This design comes from an exercise in tuning for small area, a short achievable clock period and few clock cycles on the open sky130 flow, not from production work.
The RTL was checked by simulation tests, not by an equivalence proof against the original design.
Power is estimated from default activity; no workload was simulated.

<file path="flow/config.mk">
export PLATFORM = sky130hd
export DESIGN_NAME = bitmove_top
export DESIGN_NICKNAME = bitmove_top
export VERILOG_FILES = /design/flow/design.v
export SDC_FILE = /design/flow/constraint.sdc
export NUM_CORES = 4
export LEC_CHECK = 0
export CAP_MARGIN = 20
export CORE_MARGIN = 2
export CORE_UTILIZATION = 40
export SLEW_MARGIN = 20
</file>
<file path="flow/constraint.sdc">
create_clock -name core_clock -period 8.0 [get_ports {clk}]
set_input_delay 1.6000 -clock core_clock [delete_from_list [all_inputs] [get_ports {clk}]]
set_output_delay 1.6000 -clock core_clock [all_outputs]
set_load 0.01 [all_outputs]
</file>
<file path="flow/design.v">
`timescale 1ns/100ps
package bitmove_pkg;
    localparam int WORD_W = 32;
    localparam int OFS_W  = 5;
    localparam int LEN_W  = 27;
    localparam int ADDR_W = 27;
    typedef logic [WORD_W-1:0] word_t;
    typedef logic [ADDR_W+OFS_W-1:0] bit_addr_t;
    typedef struct packed {
        word_t      data;
        logic [5:0] nbits;
    } chunk_t;
    typedef logic [1:0] reg_addr_t;
    localparam reg_addr_t REG_SRC  = 2'd0;
    localparam reg_addr_t REG_DST  = 2'd1;
    localparam reg_addr_t REG_LEN  = 2'd2;
    localparam reg_addr_t REG_CTRL = 2'd3;
endpackage
`timescale 1ns/100ps
module bitmove_regs (
    input  logic                          clk,
    input  logic                          arst_n,
    input  logic                          reg_sel,
    input  logic                          reg_write,
    input  bitmove_pkg::reg_addr_t        reg_addr,
    input  bitmove_pkg::word_t            reg_wdata,
    input  logic                          move_end,
    output bitmove_pkg::word_t            reg_rdata,
    output bitmove_pkg::bit_addr_t        src_addr,
    output bitmove_pkg::bit_addr_t        dst_addr,
    output logic [bitmove_pkg::LEN_W-1:0] length,
    output logic                          start,
    output logic                          busy,
    output logic                          done
);
    logic wr_en;
    logic go;
    assign wr_en = reg_sel && reg_write && !busy;
    assign go    = wr_en && (reg_addr == bitmove_pkg::REG_CTRL) && reg_wdata[0];
    always_ff @(posedge clk) begin
        if (wr_en && reg_addr == bitmove_pkg::REG_SRC) begin
            src_addr <= reg_wdata;
        end
        if (wr_en && reg_addr == bitmove_pkg::REG_DST) begin
            dst_addr <= reg_wdata;
        end
        if (wr_en && reg_addr == bitmove_pkg::REG_LEN) begin
            length <= reg_wdata[bitmove_pkg::LEN_W-1:0];
        end
    end
    always_ff @(posedge clk or negedge arst_n) begin
        if (!arst_n) begin
            start <= 1'b0;
            busy  <= 1'b0;
            done  <= 1'b0;
        end else begin
            start <= go;
            done  <= move_end;
            if (go) begin
                busy <= 1'b1;
            end else if (move_end) begin
                busy <= 1'b0;
            end
        end
    end
    always_comb begin
        case (reg_addr)
            bitmove_pkg::REG_SRC: reg_rdata = src_addr;
            bitmove_pkg::REG_DST: reg_rdata = dst_addr;
            bitmove_pkg::REG_LEN: reg_rdata = bitmove_pkg::word_t'(length);
            default: reg_rdata = bitmove_pkg::word_t'(busy);
        endcase
    end
endmodule
`timescale 1ns/100ps
module word_fifo #(
    parameter int  FIFO_DEPTH = 4,
    parameter int  DATA_W     = 32
) (
    input  logic     clk,
    input  logic     arst_n,
    input  logic     push,
    input  logic [DATA_W-1:0] push_data,
    input  logic     pop,
    input  logic     clear,
    output logic [DATA_W-1:0] head,
    output logic     not_empty,
    output logic     credit
);
    localparam int PTR_W = $clog2(FIFO_DEPTH);
    logic [DATA_W-1:0] slots [FIFO_DEPTH];
    logic [PTR_W-1:0] wr_ptr;
    logic [PTR_W-1:0] rd_ptr;
    logic [PTR_W:0]   count;
    logic             do_pop;
    function automatic logic [PTR_W-1:0] next_ptr(input logic [PTR_W-1:0] ptr);
        next_ptr = (ptr == PTR_W'(FIFO_DEPTH - 1)) ? '0 : ptr + 1'b1;
    endfunction
    assign do_pop    = pop && not_empty;
    assign not_empty = (count != '0);
    assign head      = slots[rd_ptr];
    assign credit    = do_pop;
    always_ff @(posedge clk) begin
        if (push) begin
            slots[wr_ptr] <= push_data;
        end
    end
    always_ff @(posedge clk or negedge arst_n) begin
        if (!arst_n) begin
            wr_ptr <= '0;
            rd_ptr <= '0;
            count  <= '0;
        end else if (clear) begin
            wr_ptr <= '0;
            rd_ptr <= '0;
            count  <= '0;
        end else begin
            if (push) begin
                wr_ptr <= next_ptr(wr_ptr);
            end
            if (do_pop) begin
                rd_ptr <= next_ptr(rd_ptr);
            end
            count <= count + (PTR_W + 1)'(push) - (PTR_W + 1)'(do_pop);
        end
    end
endmodule
`timescale 1ns/100ps
module bit_reader #(
    parameter int FIFO_DEPTH = 4
) (
    input  logic                           clk,
    input  logic                           arst_n,
    input  logic                           start,
    input  bitmove_pkg::bit_addr_t         src_addr,
    input  logic [bitmove_pkg::LEN_W-1:0]  length,
    input  logic                           gnt,
    input  logic                           rdata_valid,
    input  bitmove_pkg::word_t             rdata,
    input  logic                           credit,
    output logic                           req,
    output logic [bitmove_pkg::ADDR_W-1:0] addr,
    output logic                           push,
    output bitmove_pkg::word_t             push_data
);
    localparam int CRD_W = $clog2(FIFO_DEPTH + 1);
    logic [bitmove_pkg::LEN_W-1:0] words_left;
    logic [CRD_W-1:0] credits;
    logic [bitmove_pkg::LEN_W:0]   span;
    assign span = {1'b0, length} + (bitmove_pkg::LEN_W + 1)'(src_addr[bitmove_pkg::OFS_W-1:0])
                + (bitmove_pkg::LEN_W + 1)'(bitmove_pkg::WORD_W - 1);
    assign req       = (words_left != '0) && (credits != '0);
    assign push      = rdata_valid;
    assign push_data = rdata;
    always_ff @(posedge clk or negedge arst_n) begin
        if (!arst_n) begin
            words_left <= '0;
            credits    <= '0;
            addr       <= '0;
        end else if (start) begin
            words_left <= bitmove_pkg::LEN_W'(span[bitmove_pkg::LEN_W:bitmove_pkg::OFS_W]);
            credits    <= CRD_W'(FIFO_DEPTH);
            addr       <= src_addr[bitmove_pkg::ADDR_W+bitmove_pkg::OFS_W-1:bitmove_pkg::OFS_W];
        end else begin
            if (gnt) begin
                words_left <= words_left - 1'b1;
                addr       <= addr + 1'b1;
            end
            credits <= credits - CRD_W'(gnt) + CRD_W'(credit);
        end
    end
endmodule
`timescale 1ns/100ps
module bit_aligner #(
    parameter int FIFO_DEPTH = 4
) (
    input  logic                          clk,
    input  logic                          arst_n,
    input  logic                          start,
    input  bitmove_pkg::bit_addr_t        src_addr,
    input  logic [bitmove_pkg::LEN_W-1:0] length,
    input  bitmove_pkg::word_t            in_head,
    input  logic                          in_valid,
    input  logic                          credit,
    output logic                          in_pop,
    output logic                          push,
    output bitmove_pkg::chunk_t           push_data
);
    localparam int CRD_W = $clog2(FIFO_DEPTH + 1);
    logic [bitmove_pkg::OFS_W-1:0]    ofs;
    logic [bitmove_pkg::LEN_W-1:0]    bits_left;
    logic [CRD_W-1:0]    credits;
    logic                have_cur;
    bitmove_pkg::word_t               cur;
    logic                need_next;
    logic                load;
    logic [2*bitmove_pkg::WORD_W-1:0] pair;
    assign need_next = ({1'b0, bits_left} + (bitmove_pkg::LEN_W + 1)'(ofs)) > (bitmove_pkg::LEN_W + 1)'(bitmove_pkg::WORD_W);
    assign load   = !have_cur && in_valid && (bits_left != '0);
    assign push   = have_cur && (bits_left != '0) && (credits != '0)
                 && (in_valid || !need_next);
    assign in_pop = load || (push && need_next);
    assign pair            = {in_head, cur} >> ofs;
    assign push_data.data  = pair[bitmove_pkg::WORD_W-1:0];
    assign push_data.nbits = (bits_left >= bitmove_pkg::LEN_W'(bitmove_pkg::WORD_W)) ? 6'(bitmove_pkg::WORD_W) : bits_left[5:0];
    always_ff @(posedge clk) begin
        if (start) begin
            ofs <= src_addr[bitmove_pkg::OFS_W-1:0];
        end
        if (in_pop) begin
            cur <= in_head;
        end
    end
    always_ff @(posedge clk or negedge arst_n) begin
        if (!arst_n) begin
            bits_left <= '0;
            credits   <= '0;
            have_cur  <= 1'b0;
        end else if (start) begin
            bits_left <= length;
            credits   <= CRD_W'(FIFO_DEPTH);
            have_cur  <= 1'b0;
        end else begin
            if (load) begin
                have_cur <= 1'b1;
            end
            if (push) begin
                bits_left <= (bits_left > bitmove_pkg::LEN_W'(bitmove_pkg::WORD_W)) ? bits_left - bitmove_pkg::LEN_W'(bitmove_pkg::WORD_W) : '0;
            end
            credits <= credits - CRD_W'(push) + CRD_W'(credit);
        end
    end
endmodule
`timescale 1ns/100ps
module bit_writer (
    input  logic                           clk,
    input  logic                           arst_n,
    input  logic                           start,
    input  bitmove_pkg::bit_addr_t         dst_addr,
    input  logic [bitmove_pkg::LEN_W-1:0]  length,
    input  bitmove_pkg::chunk_t            chunk,
    input  logic                           chunk_valid,
    input  logic                           gnt,
    input  logic                           rdata_valid,
    input  bitmove_pkg::word_t             rdata,
    output logic                           chunk_pop,
    output logic                           req,
    output logic                           we,
    output logic [bitmove_pkg::ADDR_W-1:0] addr,
    output bitmove_pkg::word_t             wdata,
    output logic                           move_end
);
    typedef enum logic [1:0] {S_IDLE, S_FILL, S_WAIT, S_MERGE} state_t;
    state_t              state;
    logic [2*bitmove_pkg::WORD_W-1:0] acc;
    logic [6:0]          acc_n;
    logic [bitmove_pkg::LEN_W-1:0]    remaining;
    logic [bitmove_pkg::OFS_W-1:0]    dofs;
    logic                first;
    bitmove_pkg::word_t               old_word;
    logic [bitmove_pkg::OFS_W-1:0]    lo;
    logic [5:0]          hi;
    logic [2*bitmove_pkg::WORD_W-1:0] hi_ones;
    logic [2*bitmove_pkg::WORD_W-1:0] keep_ones;
    bitmove_pkg::word_t               mask;
    logic                full;
    logic                word_ready;
    logic                last;
    logic                advance;
    assign lo        = first ? dofs : '0;
    assign hi        = (acc_n >= 7'd32) ? 6'd32 : acc_n[5:0];
    assign hi_ones   = ((2*bitmove_pkg::WORD_W)'(1) << hi) - (2*bitmove_pkg::WORD_W)'(1);
    assign keep_ones = ((2*bitmove_pkg::WORD_W)'(1) << acc_n) - (2*bitmove_pkg::WORD_W)'(1);
    assign mask      = hi_ones[bitmove_pkg::WORD_W-1:0] & ~((bitmove_pkg::word_t'(1) << lo) - bitmove_pkg::word_t'(1));
    assign full      = &mask;
    assign word_ready = (state == S_FILL)
                     && ((acc_n >= 7'd32) || (remaining == '0 && acc_n != '0));
    assign last       = (remaining == '0) && (acc_n <= 7'd32);
    assign req      = word_ready || (state == S_MERGE);
    assign we       = (word_ready && full) || (state == S_MERGE);
    assign wdata    = (old_word & ~mask) | (acc[bitmove_pkg::WORD_W-1:0] & mask);
    assign advance  = gnt && we;
    assign move_end = advance && last;
    assign chunk_pop = (state == S_FILL) && chunk_valid && (acc_n < 7'd32)
                    && (remaining != '0);
    always_ff @(posedge clk or negedge arst_n) begin
        if (!arst_n) begin
            state <= S_IDLE;
        end else if (start) begin
            state <= S_FILL;
        end else begin
            case (state)
                S_FILL: begin
                    if (gnt) begin
                        state <= !full ? S_WAIT : (last ? S_IDLE : S_FILL);
                    end
                end
                S_WAIT: begin
                    if (rdata_valid) begin
                        state <= S_MERGE;
                    end
                end
                S_MERGE: begin
                    if (gnt) begin
                        state <= last ? S_IDLE : S_FILL;
                    end
                end
                default: state <= S_IDLE;
            endcase
        end
    end
    always_ff @(posedge clk or negedge arst_n) begin
        if (!arst_n) begin
            acc_n     <= '0;
            remaining <= '0;
            first     <= 1'b0;
            addr      <= '0;
        end else if (start) begin
            acc_n     <= 7'(dst_addr[bitmove_pkg::OFS_W-1:0]);
            remaining <= length;
            first     <= 1'b1;
            addr      <= dst_addr[bitmove_pkg::ADDR_W+bitmove_pkg::OFS_W-1:bitmove_pkg::OFS_W];
        end else if (chunk_pop) begin
            acc_n     <= acc_n + 7'(chunk.nbits);
            remaining <= remaining - bitmove_pkg::LEN_W'(chunk.nbits);
        end else if (advance) begin
            acc_n <= (acc_n > 7'd32) ? acc_n - 7'd32 : '0;
            first <= 1'b0;
            addr  <= addr + 1'b1;
        end
    end
    always_ff @(posedge clk) begin
        if (start) begin
            dofs <= dst_addr[bitmove_pkg::OFS_W-1:0];
        end
        if (chunk_pop) begin
            acc <= (acc & keep_ones) | ({{bitmove_pkg::WORD_W{1'b0}}, chunk.data} << acc_n);
        end else if (advance) begin
            acc <= acc >> bitmove_pkg::WORD_W;
        end
        if (state == S_WAIT && rdata_valid) begin
            old_word <= rdata;
        end
    end
endmodule
`timescale 1ns/100ps
module mem_arbiter (
    input  logic                           clk,
    input  logic                           arst_n,
    input  logic                           wr_req,
    input  logic                           wr_we,
    input  logic [bitmove_pkg::ADDR_W-1:0] wr_addr,
    input  bitmove_pkg::word_t             wr_wdata,
    input  logic                           rd_req,
    input  logic [bitmove_pkg::ADDR_W-1:0] rd_addr,
    input  logic                           mem_hold,
    input  bitmove_pkg::word_t             mem_rdata,
    output logic                           wr_gnt,
    output logic                           rd_gnt,
    output logic                           wr_rvalid,
    output logic                           rd_rvalid,
    output bitmove_pkg::word_t             rdata,
    output logic                           mem_req,
    output logic                           mem_we,
    output logic [bitmove_pkg::ADDR_W-1:0] mem_addr,
    output bitmove_pkg::word_t             mem_wdata
);
    logic locked;
    logic lock_wr;
    logic sel_wr;
    logic pend;
    logic pend_wr;
    assign sel_wr = locked ? lock_wr : wr_req;
    assign mem_req   = sel_wr ? wr_req : rd_req;
    assign mem_we    = sel_wr && wr_we;
    assign mem_addr  = sel_wr ? wr_addr : rd_addr;
    assign mem_wdata = wr_wdata;
    assign wr_gnt = sel_wr && wr_req && !mem_hold;
    assign rd_gnt = !sel_wr && rd_req && !mem_hold;
    assign wr_rvalid = pend && pend_wr && !mem_hold;
    assign rd_rvalid = pend && !pend_wr && !mem_hold;
    assign rdata     = mem_rdata;
    always_ff @(posedge clk or negedge arst_n) begin
        if (!arst_n) begin
            locked  <= 1'b0;
            lock_wr <= 1'b0;
            pend    <= 1'b0;
            pend_wr <= 1'b0;
        end else begin
            locked  <= mem_req && mem_hold;
            lock_wr <= sel_wr;
            if (!mem_hold) begin
                pend    <= mem_req && !mem_we;
                pend_wr <= sel_wr;
            end
        end
    end
endmodule
`timescale 1ns/100ps
module bitmove_top #(
    parameter int FIFO_DEPTH = 4
) (
    input  logic                           clk,
    input  logic                           arst_n,
    input  logic                           reg_sel,
    input  logic                           reg_write,
    input  bitmove_pkg::reg_addr_t         reg_addr,
    input  bitmove_pkg::word_t             reg_wdata,
    output bitmove_pkg::word_t             reg_rdata,
    output logic                           done,
    output logic                           mem_req,
    output logic                           mem_we,
    output logic [bitmove_pkg::ADDR_W-1:0] mem_addr,
    output bitmove_pkg::word_t             mem_wdata,
    input  logic                           mem_hold,
    input  bitmove_pkg::word_t             mem_rdata
);
    bitmove_pkg::bit_addr_t         src_addr;
    bitmove_pkg::bit_addr_t         dst_addr;
    logic [bitmove_pkg::LEN_W-1:0]  length;
    logic              start;
    logic              busy;
    logic              move_end;
    bitmove_pkg::word_t             rdata;
    logic              rd_req;
    logic [bitmove_pkg::ADDR_W-1:0] rd_addr;
    logic              rd_gnt;
    logic              rd_rvalid;
    logic              rq_push;
    bitmove_pkg::word_t             rq_push_data;
    bitmove_pkg::word_t             rq_head;
    logic              rq_valid;
    logic              rq_pop;
    logic              rq_credit;
    logic              ch_push;
    bitmove_pkg::chunk_t            ch_push_data;
    bitmove_pkg::chunk_t            ch_head;
    logic              ch_valid;
    logic              ch_pop;
    logic              ch_credit;
    logic              wr_req;
    logic              wr_we;
    logic [bitmove_pkg::ADDR_W-1:0] wr_addr;
    bitmove_pkg::word_t             wr_wdata;
    logic              wr_gnt;
    logic              wr_rvalid;
    bitmove_regs u_regs (
        .clk, .arst_n, .reg_sel, .reg_write, .reg_addr, .reg_wdata, .move_end,
        .reg_rdata, .src_addr, .dst_addr, .length, .start, .busy, .done
    );
    bit_reader #(.FIFO_DEPTH(FIFO_DEPTH)) u_reader (
        .clk, .arst_n, .start, .src_addr, .length,
        .gnt(rd_gnt), .rdata_valid(rd_rvalid), .rdata, .credit(rq_credit),
        .req(rd_req), .addr(rd_addr), .push(rq_push), .push_data(rq_push_data)
    );
    word_fifo #(.FIFO_DEPTH(FIFO_DEPTH), .DATA_W(bitmove_pkg::WORD_W)) u_read_q (
        .clk, .arst_n, .push(rq_push), .push_data(rq_push_data), .pop(rq_pop),
        .clear(start), .head(rq_head), .not_empty(rq_valid), .credit(rq_credit)
    );
    bit_aligner #(.FIFO_DEPTH(FIFO_DEPTH)) u_aligner (
        .clk, .arst_n, .start, .src_addr, .length,
        .in_head(rq_head), .in_valid(rq_valid), .credit(ch_credit),
        .in_pop(rq_pop), .push(ch_push), .push_data(ch_push_data)
    );
    word_fifo #(.FIFO_DEPTH(FIFO_DEPTH), .DATA_W(bitmove_pkg::WORD_W + 6)) u_chunk_q (
        .clk, .arst_n, .push(ch_push), .push_data(ch_push_data), .pop(ch_pop),
        .clear(start), .head(ch_head), .not_empty(ch_valid), .credit(ch_credit)
    );
    bit_writer u_writer (
        .clk, .arst_n, .start, .dst_addr, .length,
        .chunk(ch_head), .chunk_valid(ch_valid), .gnt(wr_gnt),
        .rdata_valid(wr_rvalid), .rdata, .chunk_pop(ch_pop),
        .req(wr_req), .we(wr_we), .addr(wr_addr), .wdata(wr_wdata), .move_end
    );
    mem_arbiter u_arbiter (
        .clk, .arst_n, .wr_req, .wr_we, .wr_addr, .wr_wdata, .rd_req, .rd_addr,
        .mem_hold, .mem_rdata, .wr_gnt, .rd_gnt, .wr_rvalid, .rd_rvalid, .rdata,
        .mem_req, .mem_we, .mem_addr, .mem_wdata
    );
endmodule
</file>
<file path="flow/run.sh">
#!/bin/bash
# synth_recipe.tcl (not shown) runs the flow's synth.tcl, then flattens the netlist and writes it again
# the make line also repeats each setting of config.mk as NAME=value (left out here)
make -C /OpenROAD-flow-scripts/flow DESIGN_CONFIG=/design/flow/config.mk WORK_HOME=/design/flow/orfs CLKGATE_MAP_FILE= SYNTH_SCRIPT=/design/flow/synth_recipe.tcl finish
</file>
==> summary.txt <==
Global route
  – Remaining Overflow, GRT: 0
  – Total GRT Usage: 24.19%
  – Initial antenna violation count: 8
  – First-pass GRT wire length: 173.1 mm
  – Pin count of the biggest net entering global routing: 101
  – Number of global-route vias before repair: 26,770

Placed design
  – Placed Instances: 4,644
  – Gpl congestion: 0.9574
  – Port-buffer cells: 164
  – Post-DP Area: 39,920 um2
  – Post-DP HPWL: 82.09 mm

STA
  – Minimum clock period: 6.349 ns
  – Final setup fails: 0
  – Slew Viols, Final: 0
  – Final Hold Violating Endpoints: 0
  – Peak Freq: 157.5 MHz
  – TNS Setup: 0 ns
  – Worst rel slew slack: 26.80%
  – Slew at the pin closest to its max-slew limit: 1.098 ns
  – Final Skew: 0.02697 ns
  – RSZ-0062 raised after global routing: no
  – Final Cycle Share: 79.37%

Drt
  – Drt drc: 0
  – DR iter-0 viols: 2,985
  – Via count: 27,840
  – WL/cell: 24.06 um
  – Antenna-violating nets left: 0
  – Drt first pass iters: 6
  – Vias per cell: 5.810
  – Final wirelength: 115.3 mm

Worst setup path
  – Worst EP required: 6.40 ns
  – End of the worst register-to-register path: u_writer.acc[19]$_DFFE_PP_
  – Startpoint Class: register
  – Crit end category: output port
  – WP data arrival: 4.75 ns
  – Register-to-Register Setup Slack: 2.76 ns
  – Worst r2r path cells: 10
  – CP max FO: 17
  – Critical path type: register to output port
  – Worst r2r src: u_writer.dofs[2]$_DFFE_PP_

Power
  – Pwr dens: 387.5 nW/um2
  – Peak VDD IR: 0.2090 mV
  – Tot Pwr: 0.01649 W
  – Pleak: 15.22 nW

Clock tree
  – Longest Clk Path Bufs: 3
  – Clock sinks: 682
  – Clk root buf: clkbuf_16
  – Clk Latency, worst-skew pair: 0.65 ns
  – Hold Buf Count CTS: 0
  – Post-CTS Setup Bufs: 0
  – CTS tree: done
  – Post-CTS resize count: 0
  – Htree depth: 3
  – Clk slew on worst S/H paths: 0.06 ns
  – TritonCTS Buffers: 78

Logic synthesis
  – Synth warn: 7
  – Count of cell types in the netlist: 92
  – Post-synth top area cell: edfxtp_1
  – Number of synthesized flops with an enable pin: 509
  – FF+latch count, synth: 682
  – Largest cells by area after synthesis: edfxtp_1, dfrtp_1, mux4_2, nand2_1, o21ai_0
  – Netlist Area Pre-Place: 37,100 um2
  – Post-Syn Area per Cell: 10.90 um2
  – Mapped Cells: 3,402
  – Ys async rst share: 25.37%
  – Mapped Nets: 3,532
  – Synth top area share: 41.20%
  – Seq/Total Area, Yosys: 52.87%
  – Post-synth top flop: edfxtp_1

Die
  – Die area: 95,190 um2
  – Die H: 308.5 um
  – Die X: 308.5 um
  – Core ar.: 91,800 um2
  – Io pins: 165
  – Starting Density: 40.41%
  – Num rows: 111

Layout
  – Final Cell Area: 42,550 um2
  – Fill cells: 8,440
  – Utilization after layout: 46.35%
  – Area grow syn2layout: 14.71%
  – Area occupied by registers: 19,620 um2
  – Multi-input logic area: 16,350 um2
  – Share of cells above drive strength 1: 12.10%
  – Nets: 3,611
  – Finished Layout Cells: 4,792

Worst hold path
  – HP Start: u_regs.src_addr[15]$_DFFE_PP_
  – Hold depth: 2
  – Worst min path class: register to register
  – Hold EP: u_reader.addr[10]$_DFFE_PN0P_

Run status
  – Status: complete, no violations

Run
  – Max-Cap Viols: 0
## logic make-up after synthesis
kind of cell             count (synthesis)  synth area share [%]
AND/OR/NAND/NOR                       1132                 13.87
AO/OA/AOI/OAI                          727                 11.69
flip-flops                             682                 52.87
multiplexers                           346                 12.74
buffers and inverters                  309                 3.245
XOR/XNOR                               146                 3.447
adder cells (fa/ha/maj)                 59                 2.132
other                                    1               0.01011
## how the worst max path moves through the flow
stage                                         to                          start  depth (start not counted)
finish                                    mem_we     u_writer.dofs[2]$_DFFE_PP_                          9
global route                              mem_we  u_writer.acc_n[2]$_DFFE_PN0P_                         10
CTS                                       mem_we     u_writer.dofs[2]$_DFFE_PP_                          9
detailed placement                  reg_rdata[3]                    reg_addr[1]                          6
global placement                   reg_rdata[21]                    reg_addr[1]                          6
floorplan           u_regs.dst_addr[0]$_DFFE_PP_                    reg_addr[0]                          3
## state kept, by name, indices dropped and copies added, names as in the netlist, 3 cells and up
name                 cells
u_reader.words_left     27
u_aligner.bits_left     27
u_writer.dofs            5
u_regs.length           27
u_aligner.ofs            5
u_writer.acc            64
u_writer.addr           27
u_read_q.slots         128
u_regs.src_addr         32
u_writer.old_word       32
u_chunk_q.count          3
u_aligner.credits        3
u_read_q.count           3
u_regs.dst_addr         32
u_writer.remaining      27
u_reader.addr           27
u_aligner.cur           32
u_reader.credits         3
u_chunk_q.slots        152
u_writer.acc_n           7
## where the power goes
part / switching (W) / total, W / internal [W]
sequential: 0.000646 / 0.00552 / 0.00487
clock: 0.00152 / 0.00366 / 0.00214
combinational: 0.00453 / 0.00731 / 0.00278
total: 0.00670 / 0.0165 / 0.00979
## Yosys cell counts, types with 23 or more instances
library cell / number
o211ai_1: 33
inv_1: 79
edfxtp_1: 509
nor2_1: 283
nand2_1: 481
a31oi_1: 23
xnor2_1: 77
nor4_1: 27
nor2b_1: 24
a21oi_1: 165
nand4_1: 24
xor2_1: 69
and3_1: 29
nor3_1: 72
mux4_2: 90
nand3_1: 69
mux2_2: 109
buf_1: 33
o21ai_0: 318
ha_1: 52
mux2i_1: 147
dfrtp_1: 173
clkbuf_1: 166
## placed cells by master (no fill, tap or decap), drive strengths merged, types with 14 or more instances in the layout
master	count
a211oi	16
a21oi	165
a31oi	23
and2	22
and3	29
buf	59
clkbuf	97
clkdlybuf4s50	162
clkinv	35
dfrtp	173
edfxtp	509
ha	52
inv	85
mux2	109
mux2i	147
mux4	90
nand2	481
nand2b	19
nand3	69
nand4	25
nor2	284
nor2b	24
nor3	72
nor4	29
o211ai	34
o21ai	330
o22ai	14
o31ai	15
or3	23
xnor2	77
xor2	69
## worst max-delay path: stages (launching register included)
cell	delay [ns]
edfxtp_1	0.69
nor3_1	0.18
a21oi_1	0.42
ha_1	0.60
and3_1	0.26
o211ai_1	0.15
nor3_1	0.72
a21oi_1	0.16
nor2_1	0.32
clkdlybuf4s50_1	0.61
## through the flow
stage | hold WS (ns) | setup WS [ns]
3_5_place_dp | 0.4678 | 2.140
3_3_place_gp | 0.4601 | 2.211
6_report | 0.4809 | 1.651
2_1_floorplan | 0.4459 | 2.686
5_1_grt | 0.5057 | 1.454
4_1_cts | 0.4835 | 1.751
## area by class of cell
class / count / share of cell area [%]
antenna: 4 / 0.02352
clock inverter: 48 / 1.220
inverter: 86 / 0.7586
tap: 1243 / 3.655
timing repair buffer: 222 / 4.878
sequential: 682 / 46.11
multi-input combinational: 2411 / 38.42
clock buffer: 96 / 4.940
## per-layer routing
layer	up-vias	part of all wire [%]	GRT usage [%]
met3	237	6.1	2.891
met2	1142	47	38.77
met4	2	4.5	10.46
met5	-	0.011	0
met1	13750	42	33.23
li1	12710	-	-
Testbench counts, summed over its fixed seeds: cycles 10,467.

## static timing again, ports no longer ideal
Ports are ideal in the flow. The routed layout listed here was re-timed in OpenROAD. Step 1 assumes that a clkbuf_16 drives the clock port and a buf_2 every other input. Step 2 adds t to the input delays and takes it off the output delays; t is the mean of the earliest and latest rising clock arrival at the registers after step 1. Input paths then give back, and output paths get back, about the clock's delay inside the block. Three values: ideal, step 1, step 2; two values: the first two.
shift t [ns]: 0.714
slack for setup (ns): 1.651 / 1.576 / 2.290
hold WS [ns]: 0.481 / 0.481 / 0.481
worst setup path at the end: register to output
latest minus earliest clock arrival (ns): 0.028 / 0.028
After both steps this run still meets setup and hold. For this run, drivers alone change the setup slack by -0.075 ns; drivers and shift together by +0.639 ns.
